Background: an optimization exercise with open tools, aiming at small area and a short achievable clock period. Do not read the settings as production practice.
RTL that was checked went through simulation tests only; none was proved equivalent to the original.
Power figures rest on the tool's default switching activity, not on a simulated workload.

==> inputs of trial 22 <==
## l0_buffer_top
module l0_buffer_top (
   input  logic                                 clk_pll_200,
   input  logic                                 reset,
   input  logic                                 burst,
   input  logic                                 flush,
   input  logic [2-1:0]             wr_en,
   input  logic [2*32-1:0]  wr_data,
   input  logic [2-1:0]             rd_en,
   output logic [2*32-1:0]  rd_data,
   output logic [2-1:0]             empty,
   output logic [2-1:0]             full,
   output logic [2-1:0]             refill_req,
   output logic                                 ecrst,
   output logic                                 bcrst,
   output logic                                 ready
);
==> module primitive_buffer, before the edit <==
module primitive_buffer (
   input  logic                      clk_pll_200,
   input  logic                      reset,
   input  logic                      soft_reset,
   input  logic                      flush,
   input  logic                      burst,
   input  logic                      wr_en,
   input  l0_buffer_pkg::port_word_t wr_data,
   input  logic                      rd_en,
   output l0_buffer_pkg::port_word_t rd_data,
   output logic                      empty,
   output logic                      full,
   output logic                      refill_req
);
   localparam int DEPTH = 16;
   localparam int MEM_D = DEPTH - 1;    
   localparam int PTR_W = $clog2(MEM_D);
   localparam int CNT_W = 5;
   l0_buffer_pkg::port_word_t  mem [MEM_D];
   l0_buffer_pkg::port_word_t  head;
   l0_buffer_pkg::port_word_t  mem_q;
   logic [PTR_W-1:0]           wr_ptr;
   logic [MEM_D-1:0]           rd_sel;    
   logic [CNT_W-1:0]           count;     
   logic [CNT_W-1:0]           count_nx;
   logic                       ge2;       
   logic                       lt4;       
   logic                       clear;
   logic                       wr_ok;
   logic                       rd_ok;
   logic                       mem_wr;
   logic                       mem_rd;
   logic                       head_ld;
   logic                       head_wr;
   logic                       head_mem;
   assign clear  = reset | soft_reset | flush;
   assign wr_ok  = wr_en & ~full;     
   assign rd_ok  = rd_en & ~empty;    
   assign mem_wr = wr_ok & ~empty & (ge2 | ~rd_en);
   assign mem_rd = rd_en & ge2;
   always_comb begin
      case ({wr_ok, rd_ok})
         2'b10:   count_nx = count + CNT_W'(1);
         2'b01:   count_nx = count - CNT_W'(1);
         default: count_nx = count;
      endcase
   end
   for (genvar i = 0; i < MEM_D; i++) begin : g_mem
      always_ff @(posedge clk_pll_200) begin
         if (wr_en & ~full & (wr_ptr == PTR_W'(i))) begin
            mem[i] <= wr_data;
         end
      end
   end
   always_comb begin
      mem_q = '0;
      for (int i = 0; i < MEM_D; i++) begin
         mem_q = mem_q | (mem[i] & {32{rd_sel[i]}});
      end
   end
   assign head_ld  = rd_en | empty;
   assign head_wr  = head_ld & ~ge2;
   assign head_mem = head_ld & ge2;
   always_ff @(posedge clk_pll_200) begin
      head <= ({32{head_wr}}  & wr_data)
            | ({32{head_mem}} & mem_q)
            | ({32{~head_ld}} & head);
   end
   always_ff @(posedge clk_pll_200) begin
      if (clear) begin
         wr_ptr     <= '0;
         rd_sel     <= MEM_D'(1);
         count      <= '0;
         empty      <= 1'b1;
         full       <= 1'b0;
         ge2        <= 1'b0;
         lt4        <= 1'b1;
         refill_req <= 1'b0;
      end else begin
         if (mem_wr) begin
            wr_ptr <= (wr_ptr == PTR_W'(MEM_D - 1)) ? '0 : wr_ptr + PTR_W'(1);
         end
         if (mem_rd) begin
            rd_sel <= {rd_sel[MEM_D-2:0], rd_sel[MEM_D-1]};
         end
         count      <= count_nx;
         empty      <= (count_nx == '0);
         full       <= (count_nx == CNT_W'(DEPTH));
         ge2        <= (count_nx >= CNT_W'(2));
         lt4        <= (count_nx < CNT_W'(4));
         refill_req <= burst & lt4;
      end
   end
   assign rd_data = head;
endmodule
Settings: LEC_CHECK=0, CAP_MARGIN=20, CORE_MARGIN=2, CORE_UTILIZATION=65, SETUP_SLACK_MARGIN=1.5, SLEW_MARGIN=20, TNS_END_PERCENT=100; clock period 3.8 ns.
standard.sh (not shown) runs the stock make flow with config.mk's settings and CLKGATE_MAP_FILE= SYNTH_SCRIPT=/design/flow/synth_recipe.tcl, a recipe that flattens the netlist after the stock synthesis.
==> flow/flow/run.sh <==
#!/bin/bash
# Standard synthesis, then the standard layout with plain buffers on the
# ports, without the delay-cell buffers in placement and timing repair, and
# a clock tree without dummy loads.
set -euo pipefail
bash standard.sh synth > synth.log 2>&1
export BUFFER_PORTS_ARGS="-buffer_cell sky130_fd_sc_hd__buf_2"
export DONT_USE_CELLS="sky130_fd_sc_hd__clkdlybuf4s15_1 sky130_fd_sc_hd__clkdlybuf4s15_2 sky130_fd_sc_hd__clkdlybuf4s18_1 sky130_fd_sc_hd__clkdlybuf4s18_2 sky130_fd_sc_hd__clkdlybuf4s25_1 sky130_fd_sc_hd__clkdlybuf4s25_2 sky130_fd_sc_hd__clkdlybuf4s50_1 sky130_fd_sc_hd__clkdlybuf4s50_2"
export CTS_ARGS="-sink_clustering_enable -repair_clock_nets -dont_use_dummy_load"
bash standard.sh > layout.log 2>&1
==> trial 54 (differences from trial 22) <==
--- a/flow/design.v
+++ b/flow/design.v
@@ -78,16 +78,14 @@
    localparam int MEM_D = DEPTH - 1;    
-   localparam int PTR_W = $clog2(MEM_D);
-   localparam int CNT_W = 5;
    l0_buffer_pkg::port_word_t  mem [MEM_D];
    l0_buffer_pkg::port_word_t  head;
-   l0_buffer_pkg::port_word_t  mem_q;
-   logic [PTR_W-1:0]           wr_ptr;
+   l0_buffer_pkg::port_word_t  head_nx;
+   logic [MEM_D-1:0]           wr_sel;    
    logic [MEM_D-1:0]           rd_sel;    
-   logic [CNT_W-1:0]           count;     
-   logic [CNT_W-1:0]           count_nx;
-   logic                       ge2;       
-   logic                       lt4;       
+   logic [DEPTH:1]             occ;       
    logic                       clear;
+   logic                       one;
    logic                       wr_ok;
    logic                       rd_ok;
+   logic                       inc;
+   logic                       dec;
    logic                       mem_wr;
@@ -98,16 +96,12 @@
    assign clear  = reset | soft_reset | flush;
-   assign wr_ok  = wr_en & ~full;     
-   assign rd_ok  = rd_en & ~empty;    
-   assign mem_wr = wr_ok & ~empty & (ge2 | ~rd_en);
-   assign mem_rd = rd_en & ge2;
-   always_comb begin
-      case ({wr_ok, rd_ok})
-         2'b10:   count_nx = count + CNT_W'(1);
-         2'b01:   count_nx = count - CNT_W'(1);
-         default: count_nx = count;
-      endcase
-   end
+   assign one    = occ[1] & ~occ[2];
+   assign wr_ok  = wr_en & ~occ[DEPTH];    
+   assign rd_ok  = rd_en & occ[1];         
+   assign inc    = wr_ok & ~rd_ok;
+   assign dec    = rd_ok & ~wr_ok;
+   assign mem_wr = wr_ok & occ[1] & ~(one & rd_en);
+   assign mem_rd = rd_en & occ[2];
    for (genvar i = 0; i < MEM_D; i++) begin : g_mem
       always_ff @(posedge clk_pll_200) begin
-         if (wr_en & ~full & (wr_ptr == PTR_W'(i))) begin
+         if (wr_en & ~occ[DEPTH] & wr_sel[i]) begin
             mem[i] <= wr_data;
@@ -116,15 +110,14 @@
    end
+   assign head_ld  = rd_en | ~occ[1];
+   assign head_wr  = head_ld & ~occ[2];
+   assign head_mem = head_ld & occ[2];
    always_comb begin
-      mem_q = '0;
+      head_nx = ({32{head_wr}}  & wr_data)
+              | ({32{~head_ld}} & head);
       for (int i = 0; i < MEM_D; i++) begin
-         mem_q = mem_q | (mem[i] & {32{rd_sel[i]}});
-      end
-   end
-   assign head_ld  = rd_en | empty;
-   assign head_wr  = head_ld & ~ge2;
-   assign head_mem = head_ld & ge2;
-   always_ff @(posedge clk_pll_200) begin
-      head <= ({32{head_wr}}  & wr_data)
-            | ({32{head_mem}} & mem_q)
-            | ({32{~head_ld}} & head);
+         head_nx = head_nx | ({32{head_mem & rd_sel[i]}} & mem[i]);
+      end
+   end
+   always_ff @(posedge clk_pll_200) begin
+      head <= head_nx;
    end
@@ -132,9 +125,7 @@
       if (clear) begin
-         wr_ptr     <= '0;
+         wr_sel     <= MEM_D'(1);
          rd_sel     <= MEM_D'(1);
-         count      <= '0;
+         occ        <= '0;
          empty      <= 1'b1;
          full       <= 1'b0;
-         ge2        <= 1'b0;
-         lt4        <= 1'b1;
          refill_req <= 1'b0;
@@ -142,3 +133,3 @@
          if (mem_wr) begin
-            wr_ptr <= (wr_ptr == PTR_W'(MEM_D - 1)) ? '0 : wr_ptr + PTR_W'(1);
+            wr_sel <= {wr_sel[MEM_D-2:0], wr_sel[MEM_D-1]};
          end
@@ -147,8 +138,10 @@
          end
-         count      <= count_nx;
-         empty      <= (count_nx == '0);
-         full       <= (count_nx == CNT_W'(DEPTH));
-         ge2        <= (count_nx >= CNT_W'(2));
-         lt4        <= (count_nx < CNT_W'(4));
-         refill_req <= burst & lt4;
+         if (inc) begin
+            occ <= {occ[DEPTH-1:1], 1'b1};
+         end else if (dec) begin
+            occ <= {1'b0, occ[DEPTH:2]};
+         end
+         empty      <= inc ? 1'b0 : dec ? ~occ[2] : ~occ[1];
+         full       <= inc ? occ[DEPTH-1] : dec ? 1'b0 : occ[DEPTH];
+         refill_req <= burst & ~occ[4];
       end
==> flow/flow/run.sh (replaced) <==
#!/bin/bash
# Standard synthesis, then the standard layout with plain buffers on the
# ports and without the delay-cell buffers in placement and timing repair.
set -euo pipefail
bash standard.sh synth > synth.log 2>&1
export BUFFER_PORTS_ARGS="-buffer_cell sky130_fd_sc_hd__buf_2"
export DONT_USE_CELLS="sky130_fd_sc_hd__clkdlybuf4s15_1 sky130_fd_sc_hd__clkdlybuf4s15_2 sky130_fd_sc_hd__clkdlybuf4s18_1 sky130_fd_sc_hd__clkdlybuf4s18_2 sky130_fd_sc_hd__clkdlybuf4s25_1 sky130_fd_sc_hd__clkdlybuf4s25_2 sky130_fd_sc_hd__clkdlybuf4s50_1 sky130_fd_sc_hd__clkdlybuf4s50_2"
bash standard.sh > layout.log 2>&1
- CTS_CLUSTER_DIAMETER: not set -> 50
- CTS_CLUSTER_SIZE: not set -> 24
- SETUP_SLACK_MARGIN: 1.5 -> 1.85
==> build 89 (differences from trial 22) <==
--- a/flow/design.v
+++ b/flow/design.v
@@ -82,3 +82,3 @@
    l0_buffer_pkg::port_word_t  head;
-   l0_buffer_pkg::port_word_t  mem_q;
+   l0_buffer_pkg::port_word_t  head_nx;
    logic [PTR_W-1:0]           wr_ptr;
@@ -92,2 +92,4 @@
    logic                       rd_ok;
+   logic                       inc;
+   logic                       dec;
    logic                       mem_wr;
@@ -102,8 +104,8 @@
    assign mem_rd = rd_en & ge2;
+   assign inc = wr_ok & ~rd_ok;
+   assign dec = rd_ok & ~wr_ok;
    always_comb begin
-      case ({wr_ok, rd_ok})
-         2'b10:   count_nx = count + CNT_W'(1);
-         2'b01:   count_nx = count - CNT_W'(1);
-         default: count_nx = count;
-      endcase
+      count_nx = count;
+      if (inc) count_nx = count + CNT_W'(1);
+      if (dec) count_nx = count - CNT_W'(1);
    end
@@ -116,8 +118,2 @@
    end
-   always_comb begin
-      mem_q = '0;
-      for (int i = 0; i < MEM_D; i++) begin
-         mem_q = mem_q | (mem[i] & {32{rd_sel[i]}});
-      end
-   end
    assign head_ld  = rd_en | empty;
@@ -125,6 +121,11 @@
    assign head_mem = head_ld & ge2;
-   always_ff @(posedge clk_pll_200) begin
-      head <= ({32{head_wr}}  & wr_data)
-            | ({32{head_mem}} & mem_q)
-            | ({32{~head_ld}} & head);
+   always_comb begin
+      head_nx = ({32{head_wr}}  & wr_data)
+              | ({32{~head_ld}} & head);
+      for (int i = 0; i < MEM_D; i++) begin
+         head_nx = head_nx | ({32{head_mem & rd_sel[i]}} & mem[i]);
+      end
+   end
+   always_ff @(posedge clk_pll_200) begin
+      head <= head_nx;
    end
@@ -148,6 +149,7 @@
          count      <= count_nx;
-         empty      <= (count_nx == '0);
-         full       <= (count_nx == CNT_W'(DEPTH));
-         ge2        <= (count_nx >= CNT_W'(2));
-         lt4        <= (count_nx < CNT_W'(4));
+         empty      <= inc ? 1'b0 : dec ? (count == CNT_W'(1)) : empty;
+         full       <= inc ? (count == CNT_W'(DEPTH - 1)) : dec ? 1'b0 : full;
+         ge2        <= inc ? ~empty : dec ? (count >= CNT_W'(3)) : ge2;
+         lt4        <= inc ? (count < CNT_W'(4 - 1)) :
+                       dec ? (count < CNT_W'(4 + 1)) : lt4;
          refill_req <= burst & lt4;
--- a/flow/flow/run.sh
+++ b/flow/flow/run.sh
@@ -8,3 +8,3 @@
 export DONT_USE_CELLS="sky130_fd_sc_hd__clkdlybuf4s15_1 sky130_fd_sc_hd__clkdlybuf4s15_2 sky130_fd_sc_hd__clkdlybuf4s18_1 sky130_fd_sc_hd__clkdlybuf4s18_2 sky130_fd_sc_hd__clkdlybuf4s25_1 sky130_fd_sc_hd__clkdlybuf4s25_2 sky130_fd_sc_hd__clkdlybuf4s50_1 sky130_fd_sc_hd__clkdlybuf4s50_2"
-export CTS_ARGS="-sink_clustering_enable -repair_clock_nets -dont_use_dummy_load"
+export CTS_ARGS="-sink_clustering_enable -repair_clock_nets -dont_use_dummy_load -sink_clustering_size 25 -sink_clustering_max_diameter 70"
 bash standard.sh > layout.log 2>&1
- SETUP_SLACK_MARGIN: 1.5 -> 1.9
==> notes <==
- Against trial 22, the via count of trial 54 is higher by about 4%.
- Between build 89 and trial 54, the lower sequential share of layout area is in trial 54 (gap 1.9 points).
- The highest non-clock buffer count belongs to build 89, the lowest to trial 54.
- Of trial 54 and build 89, trial 54 has the higher sequential power (gap about 3%, measured against build 89).
- Clock-buffer cell count, highest first: trial 22, trial 54, build 89.
- Routed wire length, lowest first: trial 22, build 89, trial 54.
- In trial 22 the synthesized cell count is lower than in trial 54, by 4.4%.
- Critical path depth: build 89 < trial 54 < trial 22.
==> figures <==
| item | build 89 | trial 22 | trial 54 |
|---|---|---|---|
| Switching part of the total | 19.66% | 19.64% | 21.62% |
| Area share of the leading cell type in the synthesized netlist | 71.86% | 72.90% | 69.80% |
| Sequential fraction of design power | 66.9% | 58.6% | 57.1% |
| Run status | complete, no violations | complete, no violations | complete, no violations |
| End-of-flow core utilization | 71.72% | 73.74% | 73.44% |
| Reg2Reg Capture Point | g_port[1].u_buffer.head[22] | g_port[0].u_buffer.lt4 | g_port[1].u_buffer.head[29] |
| Seq pwr | 13200 µW | 13300 µW | 13600 µW |
| Die area | 63720 µm² | 62830 µm² | 65570 µm² |
| Non-Clock Buffer Count | 249 | 241 | 219 |
| Internal power | 15880 µW | 18260 µW | 18650 µW |
| Highest attainable clock frequency | 525.2 MHz | 445.1 MHz | 513.3 MHz |
| Total wire length | 99.46 mm | 98.32 mm | 103.0 mm |
| Critical path capture point type | output port | register | register |
| Wire length of the first global-routing pass | 144.8 mm | 144.2 mm | 151.5 mm |
| Mux share of post-synthesis cell area | 0.1248% | 0.2341% | 1.484% |
| Area occupied by registers | 31640 µm² | 31520 µm² | 32370 µm² |
| Multi-input gate count | 1158 | 1131 | 1187 |
| Initial antenna violation count | 5 | 8 | 6 |
No functional check of the RTL was part of any run of this note.

========
==> v29: inputs <==
l0_buffer_top with an RTL version that a note above also has.
## l0_buffer_top
module l0_buffer_top (
   input  logic                                 clk_pll_200,
   input  logic                                 reset,
   input  logic                                 burst,
   input  logic                                 flush,
   input  logic [2-1:0]             wr_en,
   input  logic [2*32-1:0]  wr_data,
   input  logic [2-1:0]             rd_en,
   output logic [2*32-1:0]  rd_data,
   output logic [2-1:0]             empty,
   output logic [2-1:0]             full,
   output logic [2-1:0]             refill_req,
   output logic                                 ecrst,
   output logic                                 bcrst,
   output logic                                 ready
);
==> module primitive_buffer, before the edit <==
module primitive_buffer (
   input  logic                      clk_pll_200,
   input  logic                      reset,
   input  logic                      soft_reset,
   input  logic                      flush,
   input  logic                      burst,
   input  logic                      wr_en,
   input  l0_buffer_pkg::port_word_t wr_data,
   input  logic                      rd_en,
   output l0_buffer_pkg::port_word_t rd_data,
   output logic                      empty,
   output logic                      full,
   output logic                      refill_req
);
   localparam int DEPTH = 16;
   localparam int MEM_D = DEPTH - 1;    
   localparam int PTR_W = $clog2(MEM_D);
   localparam int CNT_W = 5;
   l0_buffer_pkg::port_word_t  mem [MEM_D];
   l0_buffer_pkg::port_word_t  head;
   l0_buffer_pkg::port_word_t  head_nx;
   logic [PTR_W-1:0]           wr_ptr;
   logic [MEM_D-1:0]           rd_sel;    
   logic [CNT_W-1:0]           count;     
   logic [CNT_W-1:0]           count_nx;
   logic                       ge2;       
   logic                       lt4;       
   logic                       clear;
   logic                       wr_ok;
   logic                       rd_ok;
   logic                       inc;
   logic                       dec;
   logic                       mem_wr;
   logic                       mem_rd;
   logic                       head_ld;
   logic                       head_wr;
   logic                       head_mem;
   assign clear  = reset | soft_reset | flush;
   assign wr_ok  = wr_en & ~full;     
   assign rd_ok  = rd_en & ~empty;    
   assign mem_wr = wr_ok & ~empty & (ge2 | ~rd_en);
   assign mem_rd = rd_en & ge2;
   assign inc = wr_ok & ~rd_ok;
   assign dec = rd_ok & ~wr_ok;
   always_comb begin
      count_nx = count;
      if (inc) count_nx = count + CNT_W'(1);
      if (dec) count_nx = count - CNT_W'(1);
   end
   for (genvar i = 0; i < MEM_D; i++) begin : g_mem
      always_ff @(posedge clk_pll_200) begin
         if (wr_en & ~full & (wr_ptr == PTR_W'(i))) begin
            mem[i] <= wr_data;
         end
      end
   end
   assign head_ld  = rd_en | empty;
   assign head_wr  = head_ld & ~ge2;
   assign head_mem = head_ld & ge2;
   always_comb begin
      head_nx = ({32{head_wr}}  & wr_data)
              | ({32{~head_ld}} & head);
      for (int i = 0; i < MEM_D; i++) begin
         head_nx = head_nx | ({32{head_mem & rd_sel[i]}} & mem[i]);
      end
   end
   always_ff @(posedge clk_pll_200) begin
      head <= head_nx;
   end
   always_ff @(posedge clk_pll_200) begin
      if (clear) begin
         wr_ptr     <= '0;
         rd_sel     <= MEM_D'(1);
         count      <= '0;
         empty      <= 1'b1;
         full       <= 1'b0;
         ge2        <= 1'b0;
         lt4        <= 1'b1;
         refill_req <= 1'b0;
      end else begin
         if (mem_wr) begin
            wr_ptr <= (wr_ptr == PTR_W'(MEM_D - 1)) ? '0 : wr_ptr + PTR_W'(1);
         end
         if (mem_rd) begin
            rd_sel <= {rd_sel[MEM_D-2:0], rd_sel[MEM_D-1]};
         end
         count      <= count_nx;
         empty      <= inc ? 1'b0 : dec ? (count == CNT_W'(1)) : empty;
         full       <= inc ? (count == CNT_W'(DEPTH - 1)) : dec ? 1'b0 : full;
         ge2        <= inc ? ~empty : dec ? (count >= CNT_W'(3)) : ge2;
         lt4        <= inc ? (count < CNT_W'(4 - 1)) :
                       dec ? (count < CNT_W'(4 + 1)) : lt4;
         refill_req <= burst & lt4;
      end
   end
   assign rd_data = head;
endmodule
clock: 3.8 ns
lec_check: 0
cap_margin: 20
core_margin: 2
core_utilization: 65
setup_slack_margin: 1.85
slew_margin: 20
tns_end_percent: 100
==> flow/flow/run.sh <==
#!/bin/bash
# Standard synthesis, then the standard layout with plain buffers on the
# ports, without the delay-cell buffers in placement and timing repair, and
# a clock tree without dummy loads.
set -euo pipefail
bash standard.sh synth > synth.log 2>&1
export BUFFER_PORTS_ARGS="-buffer_cell sky130_fd_sc_hd__buf_2"
export DONT_USE_CELLS="sky130_fd_sc_hd__clkdlybuf4s15_1 sky130_fd_sc_hd__clkdlybuf4s15_2 sky130_fd_sc_hd__clkdlybuf4s18_1 sky130_fd_sc_hd__clkdlybuf4s18_2 sky130_fd_sc_hd__clkdlybuf4s25_1 sky130_fd_sc_hd__clkdlybuf4s25_2 sky130_fd_sc_hd__clkdlybuf4s50_1 sky130_fd_sc_hd__clkdlybuf4s50_2"
export CTS_ARGS="-sink_clustering_enable -repair_clock_nets -dont_use_dummy_load -sink_clustering_size 25 -sink_clustering_max_diameter 70"
bash standard.sh > layout.log 2>&1
==> v6: changes against v29 <==
--- a/flow/design.v
+++ b/flow/design.v
@@ -79,13 +79,10 @@
    localparam int PTR_W = $clog2(MEM_D);
-   localparam int CNT_W = 5;
    l0_buffer_pkg::port_word_t  mem [MEM_D];
    l0_buffer_pkg::port_word_t  head;
-   l0_buffer_pkg::port_word_t  head_nx;
+   l0_buffer_pkg::port_word_t  mem_q;
    logic [PTR_W-1:0]           wr_ptr;
    logic [MEM_D-1:0]           rd_sel;    
-   logic [CNT_W-1:0]           count;     
-   logic [CNT_W-1:0]           count_nx;
-   logic                       ge2;       
-   logic                       lt4;       
+   logic [DEPTH:1]             occ;       
    logic                       clear;
+   logic                       one;
    logic                       wr_ok;
@@ -100,16 +97,12 @@
    assign clear  = reset | soft_reset | flush;
-   assign wr_ok  = wr_en & ~full;     
-   assign rd_ok  = rd_en & ~empty;    
-   assign mem_wr = wr_ok & ~empty & (ge2 | ~rd_en);
-   assign mem_rd = rd_en & ge2;
-   assign inc = wr_ok & ~rd_ok;
-   assign dec = rd_ok & ~wr_ok;
-   always_comb begin
-      count_nx = count;
-      if (inc) count_nx = count + CNT_W'(1);
-      if (dec) count_nx = count - CNT_W'(1);
-   end
+   assign one    = occ[1] & ~occ[2];
+   assign wr_ok  = wr_en & ~occ[DEPTH];    
+   assign rd_ok  = rd_en & occ[1];         
+   assign inc    = wr_ok & ~rd_ok;
+   assign dec    = rd_ok & ~wr_ok;
+   assign mem_wr = wr_ok & occ[1] & ~(one & rd_en);
+   assign mem_rd = rd_en & occ[2];
    for (genvar i = 0; i < MEM_D; i++) begin : g_mem
       always_ff @(posedge clk_pll_200) begin
-         if (wr_en & ~full & (wr_ptr == PTR_W'(i))) begin
+         if (wr_en & ~occ[DEPTH] & (wr_ptr == PTR_W'(i))) begin
             mem[i] <= wr_data;
@@ -118,14 +111,15 @@
    end
-   assign head_ld  = rd_en | empty;
-   assign head_wr  = head_ld & ~ge2;
-   assign head_mem = head_ld & ge2;
    always_comb begin
-      head_nx = ({32{head_wr}}  & wr_data)
-              | ({32{~head_ld}} & head);
+      mem_q = '0;
       for (int i = 0; i < MEM_D; i++) begin
-         head_nx = head_nx | ({32{head_mem & rd_sel[i]}} & mem[i]);
-      end
-   end
-   always_ff @(posedge clk_pll_200) begin
-      head <= head_nx;
+         mem_q = mem_q | (mem[i] & {32{rd_sel[i]}});
+      end
+   end
+   assign head_ld  = rd_en | ~occ[1];
+   assign head_wr  = head_ld & ~occ[2];
+   assign head_mem = head_ld & occ[2];
+   always_ff @(posedge clk_pll_200) begin
+      head <= ({32{head_wr}}  & wr_data)
+            | ({32{head_mem}} & mem_q)
+            | ({32{~head_ld}} & head);
    end
@@ -135,7 +129,5 @@
          rd_sel     <= MEM_D'(1);
-         count      <= '0;
+         occ        <= '0;
          empty      <= 1'b1;
          full       <= 1'b0;
-         ge2        <= 1'b0;
-         lt4        <= 1'b1;
          refill_req <= 1'b0;
@@ -148,9 +140,10 @@
          end
-         count      <= count_nx;
-         empty      <= inc ? 1'b0 : dec ? (count == CNT_W'(1)) : empty;
-         full       <= inc ? (count == CNT_W'(DEPTH - 1)) : dec ? 1'b0 : full;
-         ge2        <= inc ? ~empty : dec ? (count >= CNT_W'(3)) : ge2;
-         lt4        <= inc ? (count < CNT_W'(4 - 1)) :
-                       dec ? (count < CNT_W'(4 + 1)) : lt4;
-         refill_req <= burst & lt4;
+         if (inc) begin
+            occ <= {occ[DEPTH-1:1], 1'b1};
+         end else if (dec) begin
+            occ <= {1'b0, occ[DEPTH:2]};
+         end
+         empty      <= inc ? 1'b0 : dec ? ~occ[2] : ~occ[1];
+         full       <= inc ? occ[DEPTH-1] : dec ? 1'b0 : occ[DEPTH];
+         refill_req <= burst & ~occ[4];
       end
==> flow/flow/run.sh (replaced) <==
#!/bin/bash
# Standard layout, with the port buffers made from plain buffers.
set -euo pipefail
export BUFFER_PORTS_ARGS="-buffer_cell sky130_fd_sc_hd__buf_2"
bash standard.sh > standard.log 2>&1
Settings changed: SETUP_SLACK_MARGIN 1.85 to 1.8.
==> summary of the runs <==
v6 completed with no timing, DRC or antenna violations. v29 finished with timing, DRC and antenna clean. Against v29, the cell count of v6 is larger by about 7%. In v6 the synthesized cell count is larger than in v29, by 2.0%. Maximum frequency: v29 is higher than v6 (2.4%). In v29 the power is lower than in v6, by about 20%. Between v6 and v29, the lower core utilization is in v29 (gap 3.9 points).
==> figures <==
| quantity | v29 | v6 |
|---|---|---|
| Resized Gates After CTS | 49 | 30 |
| Layout inverter count without the clock tree | 13 | 8 |
| Remaining max-slew budget at the tightest pin | 0.298 | 0.276 |
| Type of the worst setup path | flop to output pin | flop to flop |
| Result of the run | finished clean | finished clean |
| Flip-flop and latch power | 0.0132 W | 0.0134 W |
| Maximum number of pins on one net before global-route repair | 54 | 65 |
| Critical Path Sink Type | output pin | flop |
| Total Routed Length | 98.5 mm | 95.4 mm |
| Via/cell ratio | 6.84 | 6.47 |
| Layout Skew | 60.4 ps | 20.6 ps |
| Final Hold Slack | 399 ps | 389 ps |
Only the layout flow was run in v29; the RTL was not checked for function there.

-- separate check: timing with driven ports --
The flow's constraints put no driver on any port. The routed layouts listed below were extracted and timed again, unchanged, in two steps.
Step 1 (the two cells are an assumption about what drives the block):
set clk [get_ports {clk_pll_200}]
set_driving_cell -lib_cell sky130_fd_sc_hd__clkbuf_16 $clk
set_driving_cell -lib_cell sky130_fd_sc_hd__buf_2 [delete_from_list [all_inputs] $clk]
Step 2 moves the port delays by t, midway between the first and last clock arrival at a register: inputs arrive t later, outputs are due t later. That takes back most of the time a late clock gives input paths.
Three values: no drivers, after step 1, after step 2; two values: the first two.
run	t, ns	slack for setup (ns)	hold slack, ns
trial 22	0.710	1.553 / 1.553 / 0.953	0.382 / 0.331 / 0.444
trial 54	0.709	1.852 / 1.806 / 1.278	0.357 / 0.314 / 0.473
build 89	0.689	1.896 / 1.829 / 1.439	0.396 / 0.349 / 0.443
v29	0.689	1.889 / 1.822 / 1.367	0.399 / 0.352 / 0.451
v6	0.718	1.843 / 1.785 / 1.320	0.389 / 0.350 / 0.470
After both steps every run listed still meets setup and hold. The setup slack of trial 22, which loses most, moves by 0.000 ns with the drivers and by -0.600 ns with both steps.
